What follows belongs to an exercise in optimizing a design on an open flow for small area; a production flow would make more cautious choices. At most, simulation tests tie the RTL to the original design; equivalence was not proved. Function not checked in runs 2 to 6: the RTL went through the layout flow alone.

==> flow/design.v (outline; a module is shown in full before it is edited, if it fits) <==
// module fft_dit_top: 1046 lines
module fft_dit_top (
   input  wire        clk,
   input  wire        rst_n,
   input  wire [23:0] in_x,
   input  wire        in_nd,
   output wire [23:0] out_x,
   output wire        out_nd,
   output reg         overflow
);
  // ...
==> flow/run.sh <==
#!/bin/bash
# synth_recipe.tcl (not shown) runs the flow's synth.tcl, then flattens the netlist and writes it again
# the make line also repeats each setting of config.mk as NAME=value (left out here)
make -C /OpenROAD-flow-scripts/flow DESIGN_CONFIG=/design/flow/config.mk WORK_HOME=/design/flow/orfs CLKGATE_MAP_FILE= SYNTH_SCRIPT=/design/flow/synth_recipe.tcl finish
==> flow/config.mk <==
export PLATFORM = sky130hd
export DESIGN_NAME = fft_dit_top
export DESIGN_NICKNAME = fft_dit_top
export VERILOG_FILES = /design/flow/design.v
export SDC_FILE = /design/flow/constraint.sdc
export NUM_CORES = 4
export LEC_CHECK = 0
export CAP_MARGIN = 20
export CORE_MARGIN = 2
export CORE_UTILIZATION = 55
export CTS_CLUSTER_DIAMETER = 100
export CTS_CLUSTER_SIZE = 24
export SLEW_MARGIN = 20
==> flow/constraint.sdc <==
create_clock -name core_clock -period 10.0 [get_ports {clk}]
set_input_delay 2.0000 -clock core_clock [delete_from_list [all_inputs] [get_ports {clk}]]
set_output_delay 2.0000 -clock core_clock [all_outputs]
set_load 0.01 [all_outputs]
==> impl_results.md, run 1 <==
* Cell area after synthesis at 43620 um2
* Longest Clk Path Bufs at 3
* Worst R2R End: bb[15][10]
* Syn Inst Count at 3405
* Min-Delay Endpoint: ba[2][1]
* Port Buffers at 52
* Final setup margin at 465.0 ps
* CLK BUF at 73
* Status: finished clean
* Post-synthesis compound-gate area fraction at 11.05%
* Crit path arrival time at 9900 ps
* Sink Count at 866
* Stages on the worst setup path at 31
* Hold Crit Class: flop to flop
* Core area at 78740 um2
* GRT Resource Usage Total at 34.83%
* DP Area at 46310 um2
* Initial antenna violation count at 3
* Post-Synth Simple-Gate Area at 7.825%
* H-tree depth at 2
* Design Area, Final at 47680 um2
* Final Util at 60.55%
* Met3 Use GR at 6.116%
* Max-slew headroom at 15.55%
* Via density at 6.428
* Most used DFF post-synth: edfxtp_1
* Storage element area at 25280 um2
* Die Y at 285.6 um
==> run 2: changes to the inputs <==
--- a/flow/design.v
+++ b/flow/design.v
@@ -105,64 +105,64 @@
    always @(*)
    begin
       ph_nx = 6'd0;
       if (start)
          ph_nx = 6'd1;
       else if (busy && ph != 6'd44)
          ph_nx = ph + 6'd1;
    end
-   reg e_rot, e_wr, e_s1, e_s2, e_s4, e_c1, e_ta, e_tb, e_tc, e_swap, e_sub, e_negre, e_negim;
+   reg e_rot, e_wr, e_s1, e_s4, e_c1, e_ta, e_tb, e_tc, e_swap, e_sub, e_negre, e_negim;
    always @(posedge clk)
    begin
-      {e_rot, e_wr, e_s1, e_s2, e_s4, e_c1, e_ta, e_tb, e_tc, e_swap, e_sub, e_negre, e_negim} <= 13'd0;
+      {e_rot, e_wr, e_s1, e_s4, e_c1, e_ta, e_tb, e_tc, e_swap, e_sub, e_negre, e_negim} <= 12'd0;
       case (ph_nx)
-         6'd1: {e_rot, e_wr, e_s1, e_s2, e_s4, e_c1, e_ta, e_tb, e_tc, e_swap, e_sub, e_negre, e_negim} <= 13'b1100100010000;
-         6'd2: {e_rot, e_wr, e_s1, e_s2, e_s4, e_c1, e_ta, e_tb, e_tc, e_swap, e_sub, e_negre, e_negim} <= 13'b1100100010000;
-         6'd3: {e_rot, e_wr, e_s1, e_s2, e_s4, e_c1, e_ta, e_tb, e_tc, e_swap, e_sub, e_negre, e_negim} <= 13'b1100100010000;
-         6'd4: {e_rot, e_wr, e_s1, e_s2, e_s4, e_c1, e_ta, e_tb, e_tc, e_swap, e_sub, e_negre, e_negim} <= 13'b1100100010000;
-         6'd5: {e_rot, e_wr, e_s1, e_s2, e_s4, e_c1, e_ta, e_tb, e_tc, e_swap, e_sub, e_negre, e_negim} <= 13'b1101000011001;
-         6'd6: {e_rot, e_wr, e_s1, e_s2, e_s4, e_c1, e_ta, e_tb, e_tc, e_swap, e_sub, e_negre, e_negim} <= 13'b1101000011001;
-         6'd7: {e_rot, e_wr, e_s1, e_s2, e_s4, e_c1, e_ta, e_tb, e_tc, e_swap, e_sub, e_negre, e_negim} <= 13'b0010010101100;
-         6'd8: {e_rot, e_wr, e_s1, e_s2, e_s4, e_c1, e_ta, e_tb, e_tc, e_swap, e_sub, e_negre, e_negim} <= 13'b1110000100001;
-         6'd9: {e_rot, e_wr, e_s1, e_s2, e_s4, e_c1, e_ta, e_tb, e_tc, e_swap, e_sub, e_negre, e_negim} <= 13'b1000000000000;
-         6'd10: {e_rot, e_wr, e_s1, e_s2, e_s4, e_c1, e_ta, e_tb, e_tc, e_swap, e_sub, e_negre, e_negim} <= 13'b0001010100000;
-         6'd11: {e_rot, e_wr, e_s1, e_s2, e_s4, e_c1, e_ta, e_tb, e_tc, e_swap, e_sub, e_negre, e_negim} <= 13'b1101000101100;
-         6'd12: {e_rot, e_wr, e_s1, e_s2, e_s4, e_c1, e_ta, e_tb, e_tc, e_swap, e_sub, e_negre, e_negim} <= 13'b0001010100000;
-         6'd13: {e_rot, e_wr, e_s1, e_s2, e_s4, e_c1, e_ta, e_tb, e_tc, e_swap, e_sub, e_negre, e_negim} <= 13'b1101000101100;
-         6'd14: {e_rot, e_wr, e_s1, e_s2, e_s4, e_c1, e_ta, e_tb, e_tc, e_swap, e_sub, e_negre, e_negim} <= 13'b0010011001100;
-         6'd15: {e_rot, e_wr, e_s1, e_s2, e_s4, e_c1, e_ta, e_tb, e_tc, e_swap, e_sub, e_negre, e_negim} <= 13'b1110001000001;
-         6'd16: {e_rot, e_wr, e_s1, e_s2, e_s4, e_c1, e_ta, e_tb, e_tc, e_swap, e_sub, e_negre, e_negim} <= 13'b1000000000000;
-         6'd17: {e_rot, e_wr, e_s1, e_s2, e_s4, e_c1, e_ta, e_tb, e_tc, e_swap, e_sub, e_negre, e_negim} <= 13'b0001010101100;
-         6'd18: {e_rot, e_wr, e_s1, e_s2, e_s4, e_c1, e_ta, e_tb, e_tc, e_swap, e_sub, e_negre, e_negim} <= 13'b1101000100001;
-         6'd19: {e_rot, e_wr, e_s1, e_s2, e_s4, e_c1, e_ta, e_tb, e_tc, e_swap, e_sub, e_negre, e_negim} <= 13'b0001010101100;
-         6'd20: {e_rot, e_wr, e_s1, e_s2, e_s4, e_c1, e_ta, e_tb, e_tc, e_swap, e_sub, e_negre, e_negim} <= 13'b1101000100001;
-         6'd21: {e_rot, e_wr, e_s1, e_s2, e_s4, e_c1, e_ta, e_tb, e_tc, e_swap, e_sub, e_negre, e_negim} <= 13'b0010011000100;
-         6'd22: {e_rot, e_wr, e_s1, e_s2, e_s4, e_c1, e_ta, e_tb, e_tc, e_swap, e_sub, e_negre, e_negim} <= 13'b1110001001011;
-         6'd23: {e_rot, e_wr, e_s1, e_s2, e_s4, e_c1, e_ta, e_tb, e_tc, e_swap, e_sub, e_negre, e_negim} <= 13'b1000000000000;
-         6'd24: {e_rot, e_wr, e_s1, e_s2, e_s4, e_c1, e_ta, e_tb, e_tc, e_swap, e_sub, e_negre, e_negim} <= 13'b1101000010000;
-         6'd25: {e_rot, e_wr, e_s1, e_s2, e_s4, e_c1, e_ta, e_tb, e_tc, e_swap, e_sub, e_negre, e_negim} <= 13'b1101000010000;
-         6'd26: {e_rot, e_wr, e_s1, e_s2, e_s4, e_c1, e_ta, e_tb, e_tc, e_swap, e_sub, e_negre, e_negim} <= 13'b1110000011001;
-         6'd27: {e_rot, e_wr, e_s1, e_s2, e_s4, e_c1, e_ta, e_tb, e_tc, e_swap, e_sub, e_negre, e_negim} <= 13'b1000000000000;
-         6'd28: {e_rot, e_wr, e_s1, e_s2, e_s4, e_c1, e_ta, e_tb, e_tc, e_swap, e_sub, e_negre, e_negim} <= 13'b0010010100000;
-         6'd29: {e_rot, e_wr, e_s1, e_s2, e_s4, e_c1, e_ta, e_tb, e_tc, e_swap, e_sub, e_negre, e_negim} <= 13'b1110000101100;
-         6'd30: {e_rot, e_wr, e_s1, e_s2, e_s4, e_c1, e_ta, e_tb, e_tc, e_swap, e_sub, e_negre, e_negim} <= 13'b1000000000000;
-         6'd31: {e_rot, e_wr, e_s1, e_s2, e_s4, e_c1, e_ta, e_tb, e_tc, e_swap, e_sub, e_negre, e_negim} <= 13'b1000000000000;
-         6'd32: {e_rot, e_wr, e_s1, e_s2, e_s4, e_c1, e_ta, e_tb, e_tc, e_swap, e_sub, e_negre, e_negim} <= 13'b1000000000000;
-         6'd33: {e_rot, e_wr, e_s1, e_s2, e_s4, e_c1, e_ta, e_tb, e_tc, e_swap, e_sub, e_negre, e_negim} <= 13'b0010011000000;
-         6'd34: {e_rot, e_wr, e_s1, e_s2, e_s4, e_c1, e_ta, e_tb, e_tc, e_swap, e_sub, e_negre, e_negim} <= 13'b1110001001100;
-         6'd35: {e_rot, e_wr, e_s1, e_s2, e_s4, e_c1, e_ta, e_tb, e_tc, e_swap, e_sub, e_negre, e_negim} <= 13'b1000000000000;
-         6'd36: {e_rot, e_wr, e_s1, e_s2, e_s4, e_c1, e_ta, e_tb, e_tc, e_swap, e_sub, e_negre, e_negim} <= 13'b1000000000000;
-         6'd37: {e_rot, e_wr, e_s1, e_s2, e_s4, e_c1, e_ta, e_tb, e_tc, e_swap, e_sub, e_negre, e_negim} <= 13'b1000000000000;
-         6'd38: {e_rot, e_wr, e_s1, e_s2, e_s4, e_c1, e_ta, e_tb, e_tc, e_swap, e_sub, e_negre, e_negim} <= 13'b0010011001000;
-         6'd39: {e_rot, e_wr, e_s1, e_s2, e_s4, e_c1, e_ta, e_tb, e_tc, e_swap, e_sub, e_negre, e_negim} <= 13'b1110001000101;
-         6'd40: {e_rot, e_wr, e_s1, e_s2, e_s4, e_c1, e_ta, e_tb, e_tc, e_swap, e_sub, e_negre, e_negim} <= 13'b1000000000000;
-         6'd41: {e_rot, e_wr, e_s1, e_s2, e_s4, e_c1, e_ta, e_tb, e_tc, e_swap, e_sub, e_negre, e_negim} <= 13'b1000000000000;
-         6'd42: {e_rot, e_wr, e_s1, e_s2, e_s4, e_c1, e_ta, e_tb, e_tc, e_swap, e_sub, e_negre, e_negim} <= 13'b1000000000000;
-         6'd43: {e_rot, e_wr, e_s1, e_s2, e_s4, e_c1, e_ta, e_tb, e_tc, e_swap, e_sub, e_negre, e_negim} <= 13'b1110000010000;
+         6'd1: {e_rot, e_wr, e_s1, e_s4, e_c1, e_ta, e_tb, e_tc, e_swap, e_sub, e_negre, e_negim} <= 12'b110100010000;
+         6'd2: {e_rot, e_wr, e_s1, e_s4, e_c1, e_ta, e_tb, e_tc, e_swap, e_sub, e_negre, e_negim} <= 12'b110100010000;
+         6'd3: {e_rot, e_wr, e_s1, e_s4, e_c1, e_ta, e_tb, e_tc, e_swap, e_sub, e_negre, e_negim} <= 12'b110100010000;
+         6'd4: {e_rot, e_wr, e_s1, e_s4, e_c1, e_ta, e_tb, e_tc, e_swap, e_sub, e_negre, e_negim} <= 12'b110100010000;
+         6'd5: {e_rot, e_wr, e_s1, e_s4, e_c1, e_ta, e_tb, e_tc, e_swap, e_sub, e_negre, e_negim} <= 12'b110000011001;
+         6'd6: {e_rot, e_wr, e_s1, e_s4, e_c1, e_ta, e_tb, e_tc, e_swap, e_sub, e_negre, e_negim} <= 12'b110000011001;
+         6'd7: {e_rot, e_wr, e_s1, e_s4, e_c1, e_ta, e_tb, e_tc, e_swap, e_sub, e_negre, e_negim} <= 12'b001010101100;
+         6'd8: {e_rot, e_wr, e_s1, e_s4, e_c1, e_ta, e_tb, e_tc, e_swap, e_sub, e_negre, e_negim} <= 12'b111000100001;
+         6'd9: {e_rot, e_wr, e_s1, e_s4, e_c1, e_ta, e_tb, e_tc, e_swap, e_sub, e_negre, e_negim} <= 12'b100000000000;
+         6'd10: {e_rot, e_wr, e_s1, e_s4, e_c1, e_ta, e_tb, e_tc, e_swap, e_sub, e_negre, e_negim} <= 12'b000010100000;
+         6'd11: {e_rot, e_wr, e_s1, e_s4, e_c1, e_ta, e_tb, e_tc, e_swap, e_sub, e_negre, e_negim} <= 12'b110000101100;
+         6'd12: {e_rot, e_wr, e_s1, e_s4, e_c1, e_ta, e_tb, e_tc, e_swap, e_sub, e_negre, e_negim} <= 12'b000010100000;
+         6'd13: {e_rot, e_wr, e_s1, e_s4, e_c1, e_ta, e_tb, e_tc, e_swap, e_sub, e_negre, e_negim} <= 12'b110000101100;
+         6'd14: {e_rot, e_wr, e_s1, e_s4, e_c1, e_ta, e_tb, e_tc, e_swap, e_sub, e_negre, e_negim} <= 12'b001011001100;
+         6'd15: {e_rot, e_wr, e_s1, e_s4, e_c1, e_ta, e_tb, e_tc, e_swap, e_sub, e_negre, e_negim} <= 12'b111001000001;
+         6'd16: {e_rot, e_wr, e_s1, e_s4, e_c1, e_ta, e_tb, e_tc, e_swap, e_sub, e_negre, e_negim} <= 12'b100000000000;
+         6'd17: {e_rot, e_wr, e_s1, e_s4, e_c1, e_ta, e_tb, e_tc, e_swap, e_sub, e_negre, e_negim} <= 12'b000010101100;
+         6'd18: {e_rot, e_wr, e_s1, e_s4, e_c1, e_ta, e_tb, e_tc, e_swap, e_sub, e_negre, e_negim} <= 12'b110000100001;
+         6'd19: {e_rot, e_wr, e_s1, e_s4, e_c1, e_ta, e_tb, e_tc, e_swap, e_sub, e_negre, e_negim} <= 12'b000010101100;
+         6'd20: {e_rot, e_wr, e_s1, e_s4, e_c1, e_ta, e_tb, e_tc, e_swap, e_sub, e_negre, e_negim} <= 12'b110000100001;
+         6'd21: {e_rot, e_wr, e_s1, e_s4, e_c1, e_ta, e_tb, e_tc, e_swap, e_sub, e_negre, e_negim} <= 12'b001011000100;
+         6'd22: {e_rot, e_wr, e_s1, e_s4, e_c1, e_ta, e_tb, e_tc, e_swap, e_sub, e_negre, e_negim} <= 12'b111001001011;
+         6'd23: {e_rot, e_wr, e_s1, e_s4, e_c1, e_ta, e_tb, e_tc, e_swap, e_sub, e_negre, e_negim} <= 12'b100000000000;
+         6'd24: {e_rot, e_wr, e_s1, e_s4, e_c1, e_ta, e_tb, e_tc, e_swap, e_sub, e_negre, e_negim} <= 12'b110000010000;
+         6'd25: {e_rot, e_wr, e_s1, e_s4, e_c1, e_ta, e_tb, e_tc, e_swap, e_sub, e_negre, e_negim} <= 12'b110000010000;
+         6'd26: {e_rot, e_wr, e_s1, e_s4, e_c1, e_ta, e_tb, e_tc, e_swap, e_sub, e_negre, e_negim} <= 12'b111000011001;
+         6'd27: {e_rot, e_wr, e_s1, e_s4, e_c1, e_ta, e_tb, e_tc, e_swap, e_sub, e_negre, e_negim} <= 12'b100000000000;
+         6'd28: {e_rot, e_wr, e_s1, e_s4, e_c1, e_ta, e_tb, e_tc, e_swap, e_sub, e_negre, e_negim} <= 12'b001010100000;
+         6'd29: {e_rot, e_wr, e_s1, e_s4, e_c1, e_ta, e_tb, e_tc, e_swap, e_sub, e_negre, e_negim} <= 12'b111000101100;
+         6'd30: {e_rot, e_wr, e_s1, e_s4, e_c1, e_ta, e_tb, e_tc, e_swap, e_sub, e_negre, e_negim} <= 12'b100000000000;
+         6'd31: {e_rot, e_wr, e_s1, e_s4, e_c1, e_ta, e_tb, e_tc, e_swap, e_sub, e_negre, e_negim} <= 12'b100000000000;
+         6'd32: {e_rot, e_wr, e_s1, e_s4, e_c1, e_ta, e_tb, e_tc, e_swap, e_sub, e_negre, e_negim} <= 12'b100000000000;
+         6'd33: {e_rot, e_wr, e_s1, e_s4, e_c1, e_ta, e_tb, e_tc, e_swap, e_sub, e_negre, e_negim} <= 12'b001011000000;
+         6'd34: {e_rot, e_wr, e_s1, e_s4, e_c1, e_ta, e_tb, e_tc, e_swap, e_sub, e_negre, e_negim} <= 12'b111001001100;
+         6'd35: {e_rot, e_wr, e_s1, e_s4, e_c1, e_ta, e_tb, e_tc, e_swap, e_sub, e_negre, e_negim} <= 12'b100000000000;
+         6'd36: {e_rot, e_wr, e_s1, e_s4, e_c1, e_ta, e_tb, e_tc, e_swap, e_sub, e_negre, e_negim} <= 12'b100000000000;
+         6'd37: {e_rot, e_wr, e_s1, e_s4, e_c1, e_ta, e_tb, e_tc, e_swap, e_sub, e_negre, e_negim} <= 12'b100000000000;
+         6'd38: {e_rot, e_wr, e_s1, e_s4, e_c1, e_ta, e_tb, e_tc, e_swap, e_sub, e_negre, e_negim} <= 12'b001011001000;
+         6'd39: {e_rot, e_wr, e_s1, e_s4, e_c1, e_ta, e_tb, e_tc, e_swap, e_sub, e_negre, e_negim} <= 12'b111001000101;
+         6'd40: {e_rot, e_wr, e_s1, e_s4, e_c1, e_ta, e_tb, e_tc, e_swap, e_sub, e_negre, e_negim} <= 12'b100000000000;
+         6'd41: {e_rot, e_wr, e_s1, e_s4, e_c1, e_ta, e_tb, e_tc, e_swap, e_sub, e_negre, e_negim} <= 12'b100000000000;
+         6'd42: {e_rot, e_wr, e_s1, e_s4, e_c1, e_ta, e_tb, e_tc, e_swap, e_sub, e_negre, e_negim} <= 12'b100000000000;
+         6'd43: {e_rot, e_wr, e_s1, e_s4, e_c1, e_ta, e_tb, e_tc, e_swap, e_sub, e_negre, e_negim} <= 12'b111000010000;
          default: ;
       endcase
    end
    reg       s_rot;
    reg [5:0] s_tap;
    always @(*)
    begin
       s_rot = 1'b0;
@@ -170,49 +170,32 @@
       case (bcnt)
          4'd0: begin s_rot = 1'b1; s_tap = 6'b100000; end
          4'd1: begin s_rot = 1'b1; s_tap = 6'b000100; end
          4'd2: begin s_rot = 1'b0; s_tap = 6'b000001; end
          4'd3: begin s_rot = 1'b0; s_tap = 6'b001000; end
          4'd4: begin s_rot = 1'b1; s_tap = 6'b100000; end
          4'd5: begin s_rot = 1'b1; s_tap = 6'b000100; end
          4'd6: begin s_rot = 1'b0; s_tap = 6'b000001; end
-         4'd7: begin s_rot = 1'b0; s_tap = 6'b001000; end
+         4'd7: begin s_rot = 1'b1; s_tap = 6'b001000; end
          4'd8: begin s_rot = 1'b0; s_tap = 6'b010000; end
-         4'd9: begin s_rot = 1'b1; s_tap = 6'b000010; end
+         4'd9: begin s_rot = 1'b0; s_tap = 6'b000010; end
          4'd10: begin s_rot = 1'b1; s_tap = 6'b100000; end
-         4'd11: begin s_rot = 1'b0; s_tap = 6'b000100; end
+         4'd11: begin s_rot = 1'b1; s_tap = 6'b000100; end
          4'd12: begin s_rot = 1'b0; s_tap = 6'b010000; end
-         4'd13: begin s_rot = 1'b1; s_tap = 6'b000010; end
+         4'd13: begin s_rot = 1'b0; s_tap = 6'b000010; end
          4'd14: begin s_rot = 1'b1; s_tap = 6'b100000; end
          4'd15: begin s_rot = 1'b0; s_tap = 6'b000100; end
       endcase
    end
    reg [23:0] ba [0:15];
    reg [23:0] bb [0:15];
-   wire f12rd = acc_q & late;
-   wire pa_1 = (e_s1 & (proc_bank == 1'b0)) | (s_tap[0] & bst & (strm_bank == 1'b0));
-   wire pa_2 = (e_s2 & (proc_bank == 1'b0));
-   wire pa_4 = (e_s4 & (proc_bank == 1'b0)) | (s_tap[1] & bst & (strm_bank == 1'b0));
-   wire pa_6 = (s_tap[2] & bst & (strm_bank == 1'b0));
-   wire pa_9 = (s_tap[3] & bst & (strm_bank == 1'b0));
-   wire pa_12 = (s_tap[4] & bst & (strm_bank == 1'b0)) | (f12rd & (wbk == 1'b0));
-   wire pa_15 = (s_tap[5] & bst & (strm_bank == 1'b0));
-   wire [23:0] pa = ({24{pa_1}} & ba[1]) | ({24{pa_2}} & ba[2]) | ({24{pa_4}} & ba[4]) | ({24{pa_6}} & ba[6]) | ({24{pa_9}} & ba[9]) | ({24{pa_12}} & ba[12]) | ({24{pa_15}} & ba[15]);
-   wire pb_1 = (e_s1 & (proc_bank == 1'b1)) | (s_tap[0] & bst & (strm_bank == 1'b1));
-   wire pb_2 = (e_s2 & (proc_bank == 1'b1));
-   wire pb_4 = (e_s4 & (proc_bank == 1'b1)) | (s_tap[1] & bst & (strm_bank == 1'b1));
-   wire pb_6 = (s_tap[2] & bst & (strm_bank == 1'b1));
-   wire pb_9 = (s_tap[3] & bst & (strm_bank == 1'b1));
-   wire pb_12 = (s_tap[4] & bst & (strm_bank == 1'b1)) | (f12rd & (wbk == 1'b1));
-   wire pb_15 = (s_tap[5] & bst & (strm_bank == 1'b1));
-   wire [23:0] pb = ({24{pb_1}} & bb[1]) | ({24{pb_2}} & bb[2]) | ({24{pb_4}} & bb[4]) | ({24{pb_6}} & bb[6]) | ({24{pb_9}} & bb[9]) | ({24{pb_12}} & bb[12]) | ({24{pb_15}} & bb[15]);
    wire [23:0] f8  = wbk ? bb[8]  : ba[8];
    wire [23:0] f4  = wbk ? bb[4]  : ba[4];
-   wire [23:0] f12 = wbk ? pb : pa;
+   wire [23:0] f12 = wbk ? bb[12] : ba[12];
    wire n_1 = f8[0] ^ xq[0] ^ 1'b0;
    wire n_2 = (f8[0] & xq[0]) | (1'b0 & (f8[0] ^ xq[0]));
    wire n_3 = f8[1] ^ xq[1] ^ n_2;
    wire n_4 = (f8[1] & xq[1]) | (n_2 & (f8[1] ^ xq[1]));
    wire n_5 = f8[2] ^ xq[2] ^ n_4;
    wire n_6 = (f8[2] & xq[2]) | (n_4 & (f8[2] ^ xq[2]));
    wire n_7 = f8[3] ^ xq[3] ^ n_6;
    wire n_8 = (f8[3] & xq[3]) | (n_6 & (f8[3] ^ xq[3]));
@@ -469,17 +452,17 @@
    wire n_259 = f12[23] ^ n_90 ^ n_258;
    wire n_260 = (f12[23] & n_90) | (n_258 & (f12[23] ^ n_90));
    wire [11:0] u_re = {n_25, n_23, n_21, n_19, n_17, n_15, n_13, n_11, n_9, n_7, n_5, n_3}, u_im = {n_51, n_49, n_47, n_45, n_43, n_41, n_39, n_37, n_35, n_33, n_31, n_29};
    wire [11:0] v_re = {n_90, n_88, n_86, n_84, n_82, n_80, n_78, n_76, n_74, n_72, n_70, n_68}, v_im = {n_129, n_127, n_125, n_123, n_121, n_119, n_117, n_115, n_113, n_111, n_109, n_107};
    wire [23:0] w7_v   = {u_im, u_re};
    wire [23:0] w11_v  = {{n_194, n_192, n_190, n_188, n_186, n_184, n_182, n_180, n_178, n_176, n_174, n_172}, {n_155, n_153, n_151, n_149, n_147, n_145, n_143, n_141, n_139, n_137, n_135, n_133}};
    wire [23:0] head_v = ~n_q[3] ? xq : (late ? {{n_259, n_257, n_255, n_253, n_251, n_249, n_247, n_245, n_243, n_241, n_239, n_237}, {n_233, n_231, n_229, n_227, n_225, n_223, n_221, n_219, n_217, n_215, n_213, n_211}} : {v_im, v_re});
    wire [23:0] ea = proc_bank ? bb[0] : ba[0];
-   wire [23:0] eb = proc_bank ? pb : pa;
+   wire [23:0] eb = proc_bank ? (e_s4 ? bb[4] : e_s1 ? bb[1] : bb[2]) : (e_s4 ? ba[4] : e_s1 ? ba[1] : ba[2]);
    wire [11:0] x = e_swap ? eb[23:12] : eb[11:0];
    wire [11:0] y = e_swap ? eb[11:0]  : eb[23:12];
    wire n_261 = (e_ta & x[0]) | (e_tb & x[0]);
    wire n_262 = (e_ta & x[1]) | (e_tb & x[1]);
    wire n_263 = (e_ta & x[2]) | (e_tb & x[2]);
    wire n_264 = (e_ta & x[3]) | (e_tb & x[3]);
    wire n_265 = (e_ta & x[4]) | (e_tb & x[4]);
    wire n_266 = (e_ta & x[5]) | (e_tb & x[5]);
@@ -1052,14 +1035,26 @@
          bb[10] <= bb[11];
          bb[11] <= bb[12];
          bb[12] <= bb[13];
          bb[13] <= bb[14];
          bb[14] <= bb[15];
          bb[15] <= ewr_b ? eo0 : bb[0];
       end
    end
+   reg [23:0] sa, sb;
+   always @(*)
+   begin
+      sa = 24'd0;
+      sb = 24'd0;
+      if (s_tap[0]) begin sa = sa | ba[1]; sb = sb | bb[1]; end
+      if (s_tap[1]) begin sa = sa | ba[3]; sb = sb | bb[3]; end
+      if (s_tap[2]) begin sa = sa | ba[6]; sb = sb | bb[6]; end
+      if (s_tap[3]) begin sa = sa | ba[9]; sb = sb | bb[9]; end
+      if (s_tap[4]) begin sa = sa | ba[11]; sb = sb | bb[11]; end
+      if (s_tap[5]) begin sa = sa | ba[15]; sb = sb | bb[15]; end
+   end
    reg [23:0] dq;
    always @(posedge clk)
-      dq <= strm_bank ? pb : pa;
+      dq <= strm_bank ? sb : sa;
    assign out_x = dq;
 endmodule
 `default_nettype wire
==> flow/config.mk (replaced) <==
export PLATFORM = sky130hd
export DESIGN_NAME = fft_dit_top
export DESIGN_NICKNAME = fft_dit_top
export VERILOG_FILES = /design/flow/design.v
export SDC_FILE = /design/flow/constraint.sdc
export NUM_CORES = 4
export LEC_CHECK = 0
export CAP_MARGIN = 20
export CORE_MARGIN = 2
export CORE_UTILIZATION = 55
export CTS_BUF_LIST = sky130_fd_sc_hd__clkbuf_8
export SLEW_MARGIN = 20
==> run 2 against run 1 <==
  * Critical path type unchanged
  * Register-to-register slack improved by 200 ps
  * Highest routed layer is now met4
  * Clock skew up 5.9 ps
  * Via count is 1.5% higher
==> impl_results.md, run 2 <==
* Status: finished clean
* Yosys top cell area share at 53.77%
* Dpl ws at 378.1 ps
* Most common cell after layout, fill and taps aside: edfxtp_1
* Setup crit end kind: flop
* Setup CP Type: flop to flop
* Yosys warning count at 3
* CP max-delay cell: dfxtp_2
* Seq/Total Area, Yosys at 57.84%
* H-tree depth at 4 (+2)
* Core area at 78740 um2 (unchanged)
* GRT Resource Usage Total at 33.76% (-1.1 points)
* Starting DRC count in detailed routing at 3661
* Number of flops mapped to enable cells by yosys at 782
* Layout cells sized above 1 at 10.95%
* Placer Congestion at 0.9408
* Most used DFF post-synth: edfxtp_1
* Clk latency of the worst-skew pair at 830 ps
* DR WL/cell at 28.55 um
* Slew Viols, Final at 0
* Routed Wire Length at 136300 um
* Design Area, Final at 48700 um2 (+2.2%)
* Crit start category: flop
* Port Buffers at 52 (unchanged)
* Slew @ Worst Pin at 1105 ps
* DP Area at 45700 um2 (-1.3%)
* Hold Crit Class: flop to flop
* Clk root buf: clkbuf_8
* Final setup TNS at 0 ps
* Final Net Count at 3927
* Die Area at 81670 um2
* Synth area leader: edfxtp_1
* Post-synth cell types at 75
* Drt pass-1 iters at 7
* Vias in the first global route at 29970
* Via density at 6.261 (-2.6%)
* CP max FO at 11
* Fmax at 107.1 MHz
* First-pass GRT wire length at 199100 um
* Cell area after synthesis at 43670 um2 (+0.11%)
* Final setup vio count at 0
* Syn Inst Count at 3488 (+2.4%)
* Die Y at 285.8 um (about the same)
* P&R area growth vs syn at 11.53%
* Top cells by area, synth: edfxtp_1 (54%), fa_1 (11%), nand2_1 (3.1%), o21ai_0 (3.1%), dfxtp_1 (2.8%)
* Ys async rst share at 2.659%
* Final setup margin at 664.7 ps (+199.8 ps)
* Vias at 29890
* Initial Util at 55.46%
* Max-slew headroom at 25.56% (+10 points)
* Min cycle time layout at 9335 ps
* Most common cell in the netlist: edfxtp_1
* Biggest regs: ba (384), bb (384)
* Fill cell count at 6216
* CTS tree: done
* Syn_nets at 3817
* Crit path arrival time at 9820 ps (-80 ps)
* Remaining antenna violation count at 0
* Mean Syn Cell Area at 12.52 um2
* Fin. Hold Viols at 0
* Commonest cells in the synthesized netlist: edfxtp_1 (782), nand2_1 (361), o21ai_0 (270)
* Post-DP HPWL at 92730 um
* Initial antenna violation count at 1 (-2)
* Worst EP required at 10490 ps
* Crit share post-route at 93.35%
* Die width at 285.8 um
* Row count at 103
* Grt total ovfl at 0
* Cell repeated most along the worst path: fa_1
* Commonest cells after routing, fill and taps aside: edfxtp_1 (782), nand2_1 (355), inv_1 (310)
* Largest net degree at the start of global routing at 167
* Sink Count at 865 (-0.12%)
* Max incr delay on CP at 700 ps
* IO Pins at 53
* RSZ-0062 raised after global routing: no
* Num CTS Buffers at 146
* Residual DRC at 0
* Clock transition at path regs at 70 ps
* Clock Skew at 62.03 ps
* # Max-Cap Violations at 0
* Yosys reg bits at 865
* Longest Clk Path Bufs at 3 (unchanged)
[run 2: changes by cell type in the layout (fill, tap and decap cells not counted), sizes merged, moves of 20 or more]
cell,delta
nor2,+32
a22oi,-36
a21oi,+107
a21o,-23
nand3,+22
mux2,-35
inv,+67
buf,-81
clkbuf,+82
o22ai,+20
clkinv,+50
[run 2: cell type report]
type	instances	area, um2	area share (%)
clock inverters	113	843.3	1.732
repair buffers	137	1216	2.497
inverters	273	1025	2.104
diodes	5	12.51	0.02569
well taps	1050	1314	2.697
clock buffers	155	2133	4.380
flip-flops and latches	865	25270	51.88
multi-input cells	2175	16890	34.69
[run 2: through the flow]
| step | hold slack, ps | utilization (%) | instances |
|---|---|---|---|
| final | 408.5 | 61.85 | 4773 |
| after global routing | 402.0 | 61.85 | 4773 |
| after CTS | 393.7 | 61.81 | 4767 |
| after detailed placement | 404.5 | 58.03 | 4499 |
| after global placement | 400.3 | 58.02 | 4499 |
| after floorplan | 351.9 | - | 3488 |
[run 2: worst max-delay path, delay by kind of cell, from the launching register on]
kind	cells	cell delay [ps]
AOI/OAI and AO/OA	7	2160
buffers and inverters	5	770
adders and majority gates	6	3000
and+or+nand+nor	4	740
muxes	3	1410
xor gates and xnor gates	1	240
DFF	1	700
[run 2: cell families (layout without fill, tap and decap cells)]
group | Yosys count | in the layout | synth area share, %
AO/OA/AOI/OAI | 821 | 821 | 11.19
XOR/XNOR | 90 | 90 | 1.805
adder cells (fa/ha/maj) | 305 | 305 | 12.71
buffers and inverters | 448 | 678 | 3.868
flip-flops | 865 | 865 | 57.84
multiplexers | 173 | 173 | 4.771
other | 0 | 5 | 0
AND/OR/NAND/NOR | 786 | 786 | 7.819
[run 2: path summary, 6_finish.rpt]
check	slack, ps	cells after the start	end	from
worst max-delay path	660	26	ba[15][23]	e_s1
min in group asynchronous	1200	1	ph[3]	rst_n
worst min register to register	410	0	bb[6][5]	bb[7][5]
max in group asynchronous	8360	1	proc_bank	rst_n
worst min-delay path	410	0	bb[6][5]	bb[7][5]
worst max register to register	660	26	ba[15][23]	e_s1
[run 2: metal layers]
layer | track usage (%) | vias up | wire length (um)
met5 | 0 | - | 0
met4 | 12.53 | 0 | 5338
met3 | 6.276 | 260 | 13070
met2 | 52.62 | 1740 | 62890
met1 | 47.75 | 15130 | 55000
li1 | - | 12760 | -
[run 2: what timing repair did]
action | 4_1_cts | 5_1_grt
resized for setup | 0 | 1
setup buffers | 0 | 1
endpoints found under the setup margin | 0 | 21
hold buffers | 0 | 0
==> run 3: changes to the inputs <==
--- a/flow/config.mk
+++ b/flow/config.mk
@@ -7,6 +7,5 @@
 export LEC_CHECK = 0
 export CAP_MARGIN = 20
 export CORE_MARGIN = 2
-export CORE_UTILIZATION = 55
-export CTS_BUF_LIST = sky130_fd_sc_hd__clkbuf_8
+export CORE_UTILIZATION = 40
 export SLEW_MARGIN = 20
==> run 3 against run 2 <==
  * Design area grew 1.7%
  * Core utilization is 16 points lower
  * Sequential cell count unchanged
  * Synthesized cell count unchanged
  * Global-route usage down 9.3 points
  * Largest cell class unchanged
  * Highest routed layer is now met5
==> impl_results.md, run 3 <==
* Status: finished clean
* Most common cell after layout, fill and taps aside: edfxtp_1
* CP max FO at 11 (unchanged)
* Syn Inst Count at 3488 (unchanged)
* Yosys top cell area share at 53.77% (unchanged)
* Setup CP Type: flop to flop
* Fill cell count at 9651 (+55%)
* Design Area, Final at 49510 um2 (+1.7%)
* Starting DRC count in detailed routing at 3158 (-14%)
* Clk latency of the worst-skew pair at 680 ps (-150 ps)
* Crit share post-route at 94.47% (+1.1 points)
* First-pass GRT wire length at 199100 um (about the same)
* Fin. Hold Viols at 0 (unchanged)
* Crit start category: flop
* Post-CTS Setup Inserts at 0 (unchanged)
* Crit path buf inv count at 3 (-2)
* Commonest cells after routing, fill and taps aside: edfxtp_1 (782), nand2_1 (352), o21ai_0 (268), inv_1 (268), a21oi_1 (235)
* Row count at 121 (+17%)
* H-tree depth at 3 (-1)
* CTS Hold Bufs at 0 (unchanged)
* Die Area at 111800 um2 (+37%)
* IO Pins at 53 (unchanged)
* Fmax at 105.9 MHz (-1.2%)
* Placed Cells at 4866 (+8.2%)
* Max incr delay on CP at 720 ps (+20 ps)
* Hold Crit Class: flop to flop
* Num CTS Buffers at 92 (-37%)
* GRT Resource Usage Total at 24.44% (-9.3 points)
* Cell area after synthesis at 43670 um2 (unchanged)
* Final Net Count at 3877 (-1.3%)
* Final setup margin at 553.2 ps (-111.5 ps)
* CTS tree: done
* Synth area leader: edfxtp_1
* Mean Syn Cell Area at 12.52 um2 (unchanged)
* # Max-Cap Violations at 0 (unchanged)
* Largest net degree at the start of global routing at 176 (+5.4%)
* Initial Util at 40.23% (-15 points)
* Commonest cells in the synthesized netlist: edfxtp_1 (782), nand2_1 (361), o21ai_0 (270)
* Core area at 108600 um2 (+38%)
* Grt total ovfl at 0 (unchanged)
* Routed Wire Length at 136600 um (+0.25%)
* Worst EP required at 10380 ps (-110 ps)
* Dpl ws at 549.4 ps (+171.2 ps)
* Cell repeated most along the worst path: fa_1
* Most common cell in the netlist: edfxtp_1
* Layout cells sized above 1 at 10.09% (-0.86 points)
* Storage element area at 25270 um2 (unchanged)
* Clk root buf: clkbuf_16
* Top cells by area, synth: edfxtp_1 (54%), fa_1 (11%), nand2_1 (3.1%), o21ai_0 (3.1%), dfxtp_1 (2.8%)
* Vias in the first global route at 28760 (-4.0%)
* Slew @ Worst Pin at 1282 ps (+176.9 ps)
* Setup crit end kind: flop
* Multi-input logic area at 16900 um2 (about the same)
* Final setup vio count at 0 (unchanged)
* Biggest regs: ba (384), bb (384)
* Top delay family on crit path: compound AO/OA/AOI/OAI gates
* P&R area growth vs syn at 13.38%
* Max-slew headroom at 14.55% (-11 points)
* Residual DRC at 0 (unchanged)
* Finished Layout Cells at 5045 (+5.7%)
* Clock transition at path regs at 60 ps (about the same)
* Port Buffers at 52 (unchanged)
* Vias at 28990 (-3.0%)
* Yosys reg bits at 865 (unchanged)
* Placer Congestion at 0.9683 (+2.9%)
* Slew Viols, Final at 0 (unchanged)
* Syn_nets at 3817 (unchanged)
* Seq/Total Area, Yosys at 57.84% (unchanged)
* Die width at 334.4 um (+17%)
* Clock Skew at 36.26 ps (-25.77 ps)
* Crit path arrival time at 9830 ps (about the same)
* Final setup TNS at 0 ps (unchanged)
* DR WL/cell at 27.08 um (-5.2%)
* Longest Clk Path Bufs at 3 (unchanged)
* Post-CTS sizing at 0 (unchanged)
* DP Area at 46180 um2 (+1.1%)
* Initial antenna violation count at 1 (unchanged)
* CP max-delay cell: o21ai_0
* Post-synth cell types at 75 (unchanged)
* Number of flops mapped to enable cells by yosys at 782 (unchanged)
* Drt pass-1 iters at 7 (unchanged)
* Min cycle time layout at 9447 ps (+111.5 ps)
* Via density at 5.747 (-8.2%)
* Die Y at 334.4 um (+17%)
* Most used DFF post-synth: edfxtp_1
* Sink Count at 865 (unchanged)
* Ys async rst share at 2.659% (unchanged)
* RSZ-0062 raised after global routing: no
* Yosys warning count at 3 (unchanged)
* Remaining antenna violation count at 0 (unchanged)
* Post-DP HPWL at 94300 um (+1.7%)
## run 3: cell counts after synthesis
Identical to the previous run, type by type.
## run 3: final cells by class
cell class,instances,share of cell area [%]
inverter,273,2.070
clock inverter,54,1.514
multi-input combinational,2175,34.14
antenna,3,0.01516
tap,1414,3.573
timing repair buffer,141,2.527
sequential,865,51.03
clock buffer,120,5.133
## run 3: path summary, 6_finish.rpt
path / startpoint / to / slack [ps] / cells after the start
worst min-delay path: ba[14][23] / ba[13][23] / 400 / 0
worst min register to register: ba[14][23] / ba[13][23] / 400 / 0
max in group asynchronous: rst_n / proc_bank / 8040 / 2
min in group asynchronous: rst_n / strm_bank / 1690 / 2
worst max-delay path: e_s1 / bb[0][22] / 550 / 29
worst max register to register: e_s1 / bb[0][22] / 550 / 29
## run 3: cell families after synthesis
| logic type | after synthesis | share of synthesized area (%) |
|---|---|---|
| buf+inv | 448 | 3.868 |
| xor+xnor | 90 | 1.805 |
| fa+ha+maj | 305 | 12.71 |
| mux | 173 | 4.771 |
| simple gates | 786 | 7.819 |
| flops | 865 | 57.84 |
| compound gates | 821 | 11.19 |
## run 3: worst reg2reg max path, delay by kind of cell, from the launching register on
family                     cells  cell delay (ps)
muxes                          1              510
xor gates and xnor gates       1              200
DFF                            1              710
AOI/OAI and AO/OA             13             3750
buffers and inverters          3              570
adders and majority gates      6             2700
and+or+nand+nor                5              750
## run 3: layer usage
layer,GRT usage (%),vias to the layer above,wire (um)
li1,-,12650,-
met1,33.58,14720,56230
met2,38.09,1343,62560
met3,3.903,282,10870
met4,11.52,2,6960
met5,0,-,9
## run 3: per-stage QoR
stage / utilization, % / hold slack (ps)
2_1_floorplan: - / 351.9
3_3_place_gp: 42.51 / 400.0
3_5_place_dp: 42.54 / 404.5
4_1_cts: 45.57 / 407.9
5_1_grt: 45.60 / 415.7
6_report: 45.61 / 398.3
==> run 4: changes to the inputs <==
--- a/flow/config.mk
+++ b/flow/config.mk
@@ -7,5 +7,7 @@
 export LEC_CHECK = 0
 export CAP_MARGIN = 20
 export CORE_MARGIN = 2
-export CORE_UTILIZATION = 40
+export CORE_UTILIZATION = 55
+export CTS_CLUSTER_DIAMETER = 50
+export CTS_CLUSTER_SIZE = 30
 export SLEW_MARGIN = 20
==> run 4 against run 3 <==
  * Core utilization is 17 points higher
  * Clock skew up 31 ps
  * Largest cell class unchanged
  * Maximum frequency is 0.39% higher
  * Synthesized cell count unchanged
  * Sequential share of layout area up 0.41 points
  * Hold slack improved by 14 ps
  * Register-to-register slack improved by 40 ps
  * Via count is 1.8% higher
==> impl_results.md, run 4 <==
* Initial antenna violation count at 0 (-1)
* Crit path arrival time at 9790 ps (-40 ps)
* Max-slew headroom at 21.69% (+7.1 points)
* Setup crit end kind: flop
* CP max FO at 11 (unchanged)
* Commonest cells after routing, fill and taps aside: edfxtp_1 (782), nand2_1 (355), o21ai_0 (268), inv_1 (268), a21oi_1 (234)
* Num CTS Buffers at 93 (+1.1%)
* Routed Wire Length at 135200 um (-1.1%)
* Top cells by area, synth: edfxtp_1 (54%), fa_1 (11%), nand2_1 (3.1%), o21ai_0 (3.1%), dfxtp_1 (2.8%)
* Design Area, Final at 49120 um2 (-0.79%)
* Sink Count at 865 (unchanged)
* Storage element area at 25270 um2 (unchanged)
* Port Buffers at 52 (unchanged)
* Vias in the first global route at 29570 (+2.8%)
* Synth area leader: edfxtp_1
* Worst EP required at 10380 ps (about the same)
* Post-DP HPWL at 92730 um (-1.7%)
* Largest net degree at the start of global routing at 167 (-5.1%)
* Final setup TNS at 0 ps (unchanged)
* GRT Resource Usage Total at 33.45% (+9.0 points)
* Most common cell in the netlist: edfxtp_1
* CTS Hold Bufs at 0 (unchanged)
* Hold Crit Class: flop to flop
* Vias at 29520 (+1.8%)
* Setup CP Type: flop to flop
* First-pass GRT wire length at 197900 um (-0.61%)
* Dpl ws at 378.1 ps (-171.2 ps)
* RSZ-0062 raised after global routing: no
* Clock transition at path regs at 70 ps (about the same)
* Mean Syn Cell Area at 12.52 um2 (unchanged)
* Crit start category: flop
* Crit share post-route at 94.10% (-0.37 points)
* Row count at 103 (-15%)
* Die width at 285.8 um (-15%)
* Clk root buf: clkbuf_16
* Die Area at 81670 um2 (-27%)
* Top Metal Used: met4
* Biggest regs: ba (384), bb (384)
* Starting DRC count in detailed routing at 3396 (+7.5%)
* Most used DFF post-synth: edfxtp_1
* IO Pins at 53 (unchanged)
* Placer Congestion at 0.9408 (-2.8%)
* Longest Clk Path Bufs at 3 (unchanged)
* Commonest cells in the synthesized netlist: edfxtp_1 (782), nand2_1 (361), o21ai_0 (270)
* Seq/Total Area, Yosys at 57.84% (unchanged)
* Post-synth cell types at 75 (unchanged)
* H-tree depth at 3 (unchanged)
* Final setup margin at 589.8 ps (+36.61 ps)
* Hold Path Depth at 0 (unchanged)
* DP Area at 45700 um2 (-1.0%)
* Initial Util at 55.46% (+15 points)
* Ys async rst share at 2.659% (unchanged)
* # Max-Cap Violations at 0 (unchanged)
* Status: finished clean
* Most common cell after layout, fill and taps aside: edfxtp_1
* Clk latency of the worst-skew pair at 690 ps (about the same)
* DR WL met2 at 62420 um (-0.23%)
* P&R area growth vs syn at 12.48%
* Syn_nets at 3817 (unchanged)
* Layout cells sized above 1 at 10.59% (+0.50 points)
* Min cycle time layout at 9410 ps (-36.62 ps)
* Slew Viols, Final at 0 (unchanged)
* Drt pass-1 iters at 6 (-1)
* Grt total ovfl at 0 (unchanged)
* DR WL/cell at 28.90 um (+6.7%)
* Yosys warning count at 3 (unchanged)
* Syn Inst Count at 3488 (unchanged)
* Multi-input logic area at 16890 um2 (about the same)
* Slew @ Worst Pin at 1162 ps (-119.4 ps)
* Die Y at 285.8 um (-15%)
* Yosys reg bits at 865 (unchanged)
* Final setup vio count at 0 (unchanged)
* CTS tree: done
* Fill cell count at 6128 (-37%)
* Cell area after synthesis at 43670 um2 (unchanged)
* WL met3 at 12990 um (+20%)
* Met1 Routed Length at 54620 um (-2.9%)
* Fin. Hold Viols at 0 (unchanged)
* Via density at 6.312 (+9.8%)
* Final hold slack at 412.7 ps (+14.37 ps)
* Clock Skew at 67.12 ps (+30.86 ps)
* Number of flops mapped to enable cells by yosys at 782 (unchanged)
* Worst reg-to-reg path cell count at 26 (-10%)
* Core area at 78740 um2 (-27%)
* Yosys top cell area share at 53.77% (unchanged)
* Remaining antenna violation count at 0 (unchanged)
* Final Util at 62.38% (+17 points)
* Fmax at 106.3 MHz (+0.39%)
* Residual DRC at 0 (unchanged)
* Final Net Count at 3874 (-0.077%)
## run 4: layout make-up
class                   instances  share of cell area, %
diodes                          1               0.005095
clock buffers                  99                  4.845
clock inverters                77                  2.081
inverters                     273                  2.086
multi-input cells            2175                  34.39
flip-flops and latches        865                  51.44
well taps                    1050                  2.675
repair buffers                137                  2.476
## run 4: worst paths after layout
check | endpoint | slack [ps] | from
max | ba[15][23] | 590 | e_s1
min | bb[12][17] | 410 | bb[13][17]
max reg2reg | ba[15][23] | 590 | e_s1
min reg2reg | bb[12][17] | 410 | bb[13][17]
max in group asynchronous | proc_bank | 8220 | rst_n
min in group asynchronous | wr_ptr[0] | 1330 | rst_n
## run 4: worst max-delay path, cell delays in order (launching register included)
cell	delay [ps]
dfxtp_2	700
buf_4	300
buf_4	270
mux4_2	520
o21ai_0	360
inv_1	70
mux2i_1	460
xnor2_1	280
nor2_1	180
a21oi_1	350
fa_1	510
fa_1	410
inv_1	90
fa_1	460
fa_1	610
inv_1	80
fa_1	530
ha_1	390
a21oi_1	170
nor2_1	60
a211oi_1	410
nand2_1	240
a31oi_1	560
nor2_2	140
a31oi_1	330
mux2i_1	460
a31oi_1	170
## run 4: kinds of logic (layout without fill, tap and decap cells)
group	after synthesis	count (layout)	share of synthesized area, %
adders and majority gates	305	305	12.71
AOI/OAI and AO/OA	821	821	11.19
other	0	1	0
muxes	173	173	4.771
and+or+nand+nor	786	786	7.819
buffers and inverters	448	586	3.868
xor gates and xnor gates	90	90	1.805
DFF	865	865	57.84
## run 4: what timing repair did
| item | 4_1_cts | 5_1_grt |
|---|---|---|
| gates resized for setup | 0 | 1 |
| endpoints found under the setup margin | 0 | 21 |
| setup buffers | 0 | 1 |
## run 4: routing by layer
layer	up-vias	global-route usage (%)
met5	-	0
met4	0	11.81
met3	249	5.925
met2	1597	52.51
met1	15030	47.45
li1	12650	-
## run 4: metrics by stage
step | cells
after floorplan | 3488
after global placement | 4499
after detailed placement | 4499
after CTS | 4675
after global routing | 4676
final | 4677
==> run 5: changes to the inputs <==
--- a/flow/config.mk
+++ b/flow/config.mk
@@ -8,6 +8,6 @@
 export CAP_MARGIN = 20
 export CORE_MARGIN = 2
 export CORE_UTILIZATION = 55
-export CTS_CLUSTER_DIAMETER = 50
-export CTS_CLUSTER_SIZE = 30
+export CTS_CLUSTER_DIAMETER = 100
+export CTS_CLUSTER_SIZE = 24
 export SLEW_MARGIN = 20
==> run 5 against run 4 <==
  * Still clean on timing, DRC and antenna
  * Critical path depth unchanged
  * Hold slack lost 6.3 ps
  * Worst setup slack improved by 59 ps
  * Non-clock buffer count unchanged
  * Critical path type unchanged
==> impl_results.md, run 5 <==
* Status: finished clean
* Commonest cells in the synthesized netlist: edfxtp_1 (782), nand2_1 (361), o21ai_0 (270)
* Die Y at 285.8 um (unchanged)
* Placer Congestion at 0.9408 (unchanged)
* Final Util at 59.71% (-2.7 points)
* Via density at 6.347 (+0.55%)
* DR WL/cell at 29.19 um (+1.0%)
* Cell repeated most along the worst path: fa_1
* Vias at 29050 (-1.6%)
* Yosys reg bits at 865 (unchanged)
* Slew @ Worst Pin at 1200 ps (+37.55 ps)
* Hold Path Depth at 0 (unchanged)
* Max-slew headroom at 19.16% (-2.5 points)
* Crit start category: flop
* H-tree depth at 2 (-1)
* WL met3 at 12870 um (-0.98%)
* Top delay family on crit path: adder cells
* Grt total ovfl at 0 (unchanged)
* Die Area at 81670 um2 (unchanged)
* DR WL met2 at 61520 um (-1.5%)
* CTS tree: done
* Largest net degree at the start of global routing at 167 (unchanged)
* Top cells by area, synth: edfxtp_1 (54%), fa_1 (11%), nand2_1 (3.1%), o21ai_0 (3.1%), dfxtp_1 (2.8%)
* Seq/Total Area, Yosys at 57.84% (unchanged)
* First-pass GRT wire length at 195500 um (-1.2%)
* Initial antenna violation count at 1 (+1)
* Cell area after synthesis at 43670 um2 (unchanged)
* Yosys top cell area share at 53.77% (unchanged)
* Layout cells sized above 1 at 7.457% (-3.1 points)
* Clk latency of the worst-skew pair at 640 ps (-50 ps)
* Post-DP HPWL at 92730 um (unchanged)
* Commonest cells after routing, fill and taps aside: edfxtp_1 (782), nand2_1 (355), o21ai_0 (268), inv_1 (268), a21oi_1 (234)
* Fmax at 106.9 MHz (+0.63%)
* Met1 Routed Length at 54100 um (-0.95%)
* CP max FO at 11 (unchanged)
* CP max-delay cell: dfxtp_2
* Sink Count at 865 (unchanged)
* Crit share post-route at 93.51% (-0.59 points)
* Syn_nets at 3817 (unchanged)
* Post-synth cell types at 75 (unchanged)
* Slew Viols, Final at 0 (unchanged)
* Die width at 285.8 um (unchanged)
* Crit path arrival time at 9810 ps (+20 ps)
* Longest Clk Path Bufs at 3 (unchanged)
* Most common cell in the netlist: edfxtp_1
* Final setup vio count at 0 (unchanged)
* Worst reg-to-reg path cell count at 26 (unchanged)
* Residual DRC at 0 (unchanged)
* Crit path buf inv count at 5 (unchanged)
* Ant. Diodes at 0 (-1)
* GRT Resource Usage Total at 32.97% (-0.48 points)
* CTS Hold Bufs at 0 (unchanged)
* Most common cell after layout, fill and taps aside: edfxtp_1
* RSZ-0062 raised after global routing: no
* Clock Skew at 37.86 ps (-29.27 ps)
* Setup CP Type: flop to flop
* Setup crit end kind: flop
* Most used DFF post-synth: edfxtp_1
* # Max-Cap Violations at 0 (unchanged)
* Final Net Count at 3824 (-1.3%)
* Initial Util at 55.46% (unchanged)
* Starting DRC count in detailed routing at 3532 (+4.0%)
* Ys async rst share at 2.659% (unchanged)
* Synth area leader: edfxtp_1
* P&R area growth vs syn at 7.664%
* Fin. Hold Viols at 0 (unchanged)
* Row count at 103 (unchanged)
* FF-to-FF setup slack at 650 ps (+60 ps)
* Hold Crit Class: flop to flop
* Port Buffers at 52 (unchanged)
* Vias in the first global route at 28820 (-2.5%)
* Remaining antenna violation count at 0 (unchanged)
* Worst R2R End: bb[1][21]
* Mean Syn Cell Area at 12.52 um2 (unchanged)
* Yosys warning count at 3 (unchanged)
* Drt pass-1 iters at 6 (unchanged)
* Clock transition at path regs at 100 ps (+30 ps)
* Max incr delay on CP at 730 ps (+30 ps)
* Min cycle time layout at 9351 ps (-58.79 ps)
* Biggest regs: ba (384), bb (384)
* Core area at 78740 um2 (unchanged)
* Min-delay src: ba[7][6]
* Worst EP required at 10450 ps (+70 ps)
* Final setup TNS at 0 ps (unchanged)
* RR Startpoint: e_s1
* Min-Delay Endpoint: ba[6][6]
* Final hold slack at 406.4 ps (-6.263 ps)
* IO Pins at 53 (unchanged)
* Routed Wire Length at 133600 um (-1.2%)
* Number of flops mapped to enable cells by yosys at 782 (unchanged)
* Num CTS Buffers at 43 (-54%)
* Clk root buf: clkbuf_16
* Top Metal Used: met4
* Syn Inst Count at 3488 (unchanged)
## run 5: cell types whose count changed in the layout (fill, tap and decap cells not counted), moves of 8 or more
cell / before / now
inv_8: 8 / 0
clkinv_4: 8 / 0
clkinv_8: 16 / 0
inv_6: 14 / 1
clkbuf_16: 93 / 44
clkbuf_1: 3 / 26
## run 5: kinds of logic (layout without fill, tap and decap cells)
logic type	count (synthesis)	count (layout)	share of synthesized area, %
mux	173	173	4.771
buf+inv	448	487	3.868
simple gates	786	786	7.819
flops	865	865	57.84
fa+ha+maj	305	305	12.71
xor+xnor	90	90	1.805
compound gates	821	821	11.19
## run 5: cell type report
type,count,area [um2]
Clock buffer,70,1199
Clock inverter,7,103.9
Fill cell,6356,31730
Inverter,273,1025
Multi-Input combinational cell,2175,16890
Sequential cell,865,25270
Tap cell,1050,1314
Timing Repair Buffer,137,1216
## run 5: worst max path at each step
stage / to / from / depth (start not counted)
after floorplan: ba[0][0] / proc_bank / 7
after global placement: ba[3][20] / proc_bank / 29
after detailed placement: ba[1][22] / proc_bank / 30
after CTS: ba[1][22] / proc_bank / 30
after global routing: ba[0][21] / e_s1 / 26
final: bb[1][21] / e_s1 / 26
## run 5: repair_timing
item / in CTS / in global routing
gates resized for setup: 0 / 1
buffers inserted: 0 / 1
setup endpoints to repair: 0 / 21
## run 5: layer usage
layer | vias up | global-route usage [%]
li1 | 12460 | -
met1 | 14730 | 47.60
met2 | 1618 | 51.97
met3 | 244 | 5.167
met4 | 0 | 10.33
met5 | - | 0
## run 5: metrics by stage
step / setup WS, ps / cells / cell area, um2
2_1_floorplan: 1581 / 3488 / 43700
3_3_place_gp: 510.4 / 4499 / 45690
3_5_place_dp: 378.1 / 4499 / 45700
4_1_cts: 367.6 / 4576 / 47000
5_1_grt: 121.0 / 4577 / 47020
6_report: 648.6 / 4577 / 47020
==> run 6: changes to the inputs <==
--- a/flow/config.mk
+++ b/flow/config.mk
@@ -9,5 +9,5 @@
 export CORE_MARGIN = 2
 export CORE_UTILIZATION = 55
 export CTS_CLUSTER_DIAMETER = 100
-export CTS_CLUSTER_SIZE = 24
+export CTS_CLUSTER_SIZE = 28
 export SLEW_MARGIN = 20
==> run 6 against run 5 <==
  * Still clean on timing, DRC and antenna
  * Routed wire length is essentially flat
  * Clock skew grew 7.3 ps
  * Hold slack gained 11 ps
  * Sequential share of layout area grew 0.17 points
  * Largest cell class unchanged
  * Highest routed layer is now met5
==> impl_results.md, run 6 <==
* CTS tree: done
* Yosys top cell area share at 53.77% (unchanged)
* P&R area growth vs syn at 7.323%
* Slew @ Worst Pin at 1129 ps (-71.19 ps)
* Fin. Hold Viols at 0 (unchanged)
* Vias at 28980 (-0.24%)
* Clk latency of the worst-skew pair at 650 ps (about the same)
* Via density at 6.350 (about the same)
* Sink Count at 865 (unchanged)
* Yosys reg bits at 865 (unchanged)
* DR WL/cell at 29.28 um (+0.30%)
* Syn_nets at 3817 (unchanged)
* Commonest cells after routing, fill and taps aside: edfxtp_1 (782), nand2_1 (355), inv_1 (268)
* Setup CP Type: flop to flop
* Initial antenna violation count at 1 (unchanged)
* Vias in the first global route at 28780 (-0.13%)
* Die width at 285.8 um (unchanged)
* Post-DP HPWL at 92730 um (unchanged)
* Num CTS Buffers at 38 (-12%)
* Row count at 103 (unchanged)
* Top cells by area, synth: edfxtp_1 (54%), fa_1 (11%), nand2_1 (3.1%), o21ai_0 (3.1%), dfxtp_1 (2.8%)
* Crit path arrival time at 9790 ps (-20 ps)
* Initial Util at 55.46% (unchanged)
* Max-slew headroom at 24.75% (+5.6 points)
* IO Pins at 53 (unchanged)
* Clock Skew at 45.20 ps (+7.347 ps)
* First-pass GRT wire length at 195300 um (about the same)
* Post-synth cell types at 75 (unchanged)
* CP max FO at 11 (unchanged)
* Most common cell in the netlist: edfxtp_1
* Die Y at 285.8 um (unchanged)
* Final setup TNS at 0 ps (unchanged)
* Placer Congestion at 0.9408 (unchanged)
* Yosys warning count at 3 (unchanged)
* Mean Syn Cell Area at 12.52 um2 (unchanged)
* Hold Crit Class: flop to flop
* Clock transition at path regs at 110 ps (about the same)
* Most used DFF post-synth: edfxtp_1
* Layout cells sized above 1 at 7.371% (-0.086 points)
* Min cycle time layout at 9332 ps (-18.97 ps)
* # Max-Cap Violations at 0 (unchanged)
* Worst EP required at 10460 ps (about the same)
* Synth area leader: edfxtp_1
* Cell area after synthesis at 43670 um2 (unchanged)
* DR WL met2 at 61520 um (about the same)
* Met1 Routed Length at 54580 um (+0.89%)
* Syn Inst Count at 3488 (unchanged)
* Top Metal Used: met5
* Biggest regs: ba (384), bb (384)
* Core area at 78740 um2 (unchanged)
* Seq/Total Area, Yosys at 57.84% (unchanged)
* H-tree depth at 2 (unchanged)
* Port Buffers at 52 (unchanged)
* Clk root buf: clkbuf_16
* Grt total ovfl at 0 (unchanged)
* Final setup vio count at 0 (unchanged)
* Ant. Diodes at 0 (unchanged)
* Commonest cells in the synthesized netlist: edfxtp_1 (782), nand2_1 (361), o21ai_0 (270)
* Fill cell count at 6344 (-0.19%)
* RSZ-0062 raised after global routing: no
* Starting DRC count in detailed routing at 3624 (+2.6%)
* GRT Resource Usage Total at 32.98% (about the same)
* CTS Hold Bufs at 0 (unchanged)
* Largest net degree at the start of global routing at 167 (unchanged)
* Residual DRC at 0 (unchanged)
* WL met3 at 12290 um (-4.4%)
* Drt pass-1 iters at 9 (+3)
* Final Net Count at 3819 (-0.13%)
* Routed Wire Length at 133600 um (about the same)
* Fmax at 107.2 MHz (+0.20%)
* Dpl ws at 378.1 ps (unchanged)
* Die Area at 81670 um2 (unchanged)
* Longest Clk Path Bufs at 3 (unchanged)
* Slew Viols, Final at 0 (unchanged)
* Final hold slack at 417.6 ps (+11.16 ps)
* Crit start category: flop
* Final setup margin at 667.6 ps (+18.97 ps)
* Crit share post-route at 93.32% (-0.19 points)
* Most common cell after layout, fill and taps aside: edfxtp_1
* Ys async rst share at 2.659% (unchanged)
* Status: finished clean
* Setup crit end kind: flop
* Remaining antenna violation count at 0 (unchanged)
* Number of flops mapped to enable cells by yosys at 782 (unchanged)
[run 6: layer usage]
metal	vias to the layer above	global-route usage [%]
met1	14750	47.67
met2	1564	52.04
li1	12450	-
met3	219	4.848
met5	-	0
met4	2	10.58
[run 6: cell type report]
cell class	count	area, um2	area share (%)
Sequential cell	865	25270	53.91
Multi-Input combinational cell	2175	16890	36.05
Tap cell	1050	1314	2.803
Timing Repair Buffer	137	1216	2.595
Inverter	273	1025	2.186
Clock buffer	55	1015	2.165
Clock inverter	9	138.9	0.2963
[run 6: worst paths after layout]
check / startpoint / to / slack, ps / cells after the start
worst max-delay path: e_s1 / bb[1][21] / 670 / 26
worst min-delay path: ba[5][1] / ba[4][1] / 420 / 0
worst max register to register: e_s1 / bb[1][21] / 670 / 26
max in group asynchronous: rst_n / proc_bank / 8190 / 1
min in group asynchronous: rst_n / wr_ptr[3] / 1370 / 1
worst min register to register: ba[5][1] / ba[4][1] / 420 / 0
[run 6: kinds of logic after synthesis]
group	Yosys count	share of synthesized area, %
adder cells (fa/ha/maj)	305	12.71
multiplexers	173	4.771
AO/OA/AOI/OAI	821	11.19
flip-flops	865	57.84
AND/OR/NAND/NOR	786	7.819
XOR/XNOR	90	1.805
buffers and inverters	448	3.868
[run 6: worst max-delay path, stage by stage, from the launching register on]
cell      delay (ps)
dfxtp_2          720
buf_4            300
buf_4            270
mux4_2           520
o21ai_0          390
inv_1             80
mux2i_1          470
xnor2_1          240
nor2_1           300
a21oi_1          170
fa_1             470
fa_1             510
inv_1             50
fa_1             520
fa_1             610
inv_1             70
fa_1             520
ha_1             390
a21oi_1          170
nor2_1            60
a211oi_1         400
nand2_1          230
a31oi_1          520
o31ai_1          180
xnor2_1          450
mux2i_1          300
o21ai_0          250
[run 6: metrics by stage]
stage / util (%) / area (um2) / instances
after detailed placement: 58.03 / 45700 / 4499
after global routing: 59.52 / 46870 / 4564
final: 59.52 / 46870 / 4564
after floorplan: - / 43700 / 3488
after global placement: 58.02 / 45690 / 4499
after CTS: 59.50 / 46850 / 4563
[run 6: repair_timing]
item	in CTS	in global routing
setup buffers	0	1
endpoints found under the setup margin	0	22
gates resized for setup	0	1

==> static timing again, ports no longer ideal <==
How much do the figures lean on ideal ports? The routed layouts below were timed once more, with nothing changed but the port constraints.
Step 1: set_driving_cell puts a clkbuf_16 on clk and a buf_2 on each other input, an assumption about the parent block.
Step 2 adds t to the input delays and takes it off the output delays; t is the mean of the earliest and latest rising clock arrival at the registers after step 1. Input paths then give back, and output paths get back, about the clock's delay inside the block.
Slacks: ideal ports / drivers / drivers and shift; pairs: ideal ports / drivers.
run	t (ns)	setup slack, ns	worst data-port slew with drivers (ns)
run 1	0.705	0.465 / 0.465 / 0.465	0.04
run 2	0.863	0.665 / 0.665 / 0.665	0.05
run 3	0.740	0.553 / 0.553 / 0.553	0.04
run 4	0.733	0.590 / 0.590 / 0.590	0.06
run 5	0.697	0.649 / 0.649 / 0.649	0.06
run 6	0.697	0.668 / 0.668 / 0.668	0.06
After both steps setup and hold are still met in every run listed.
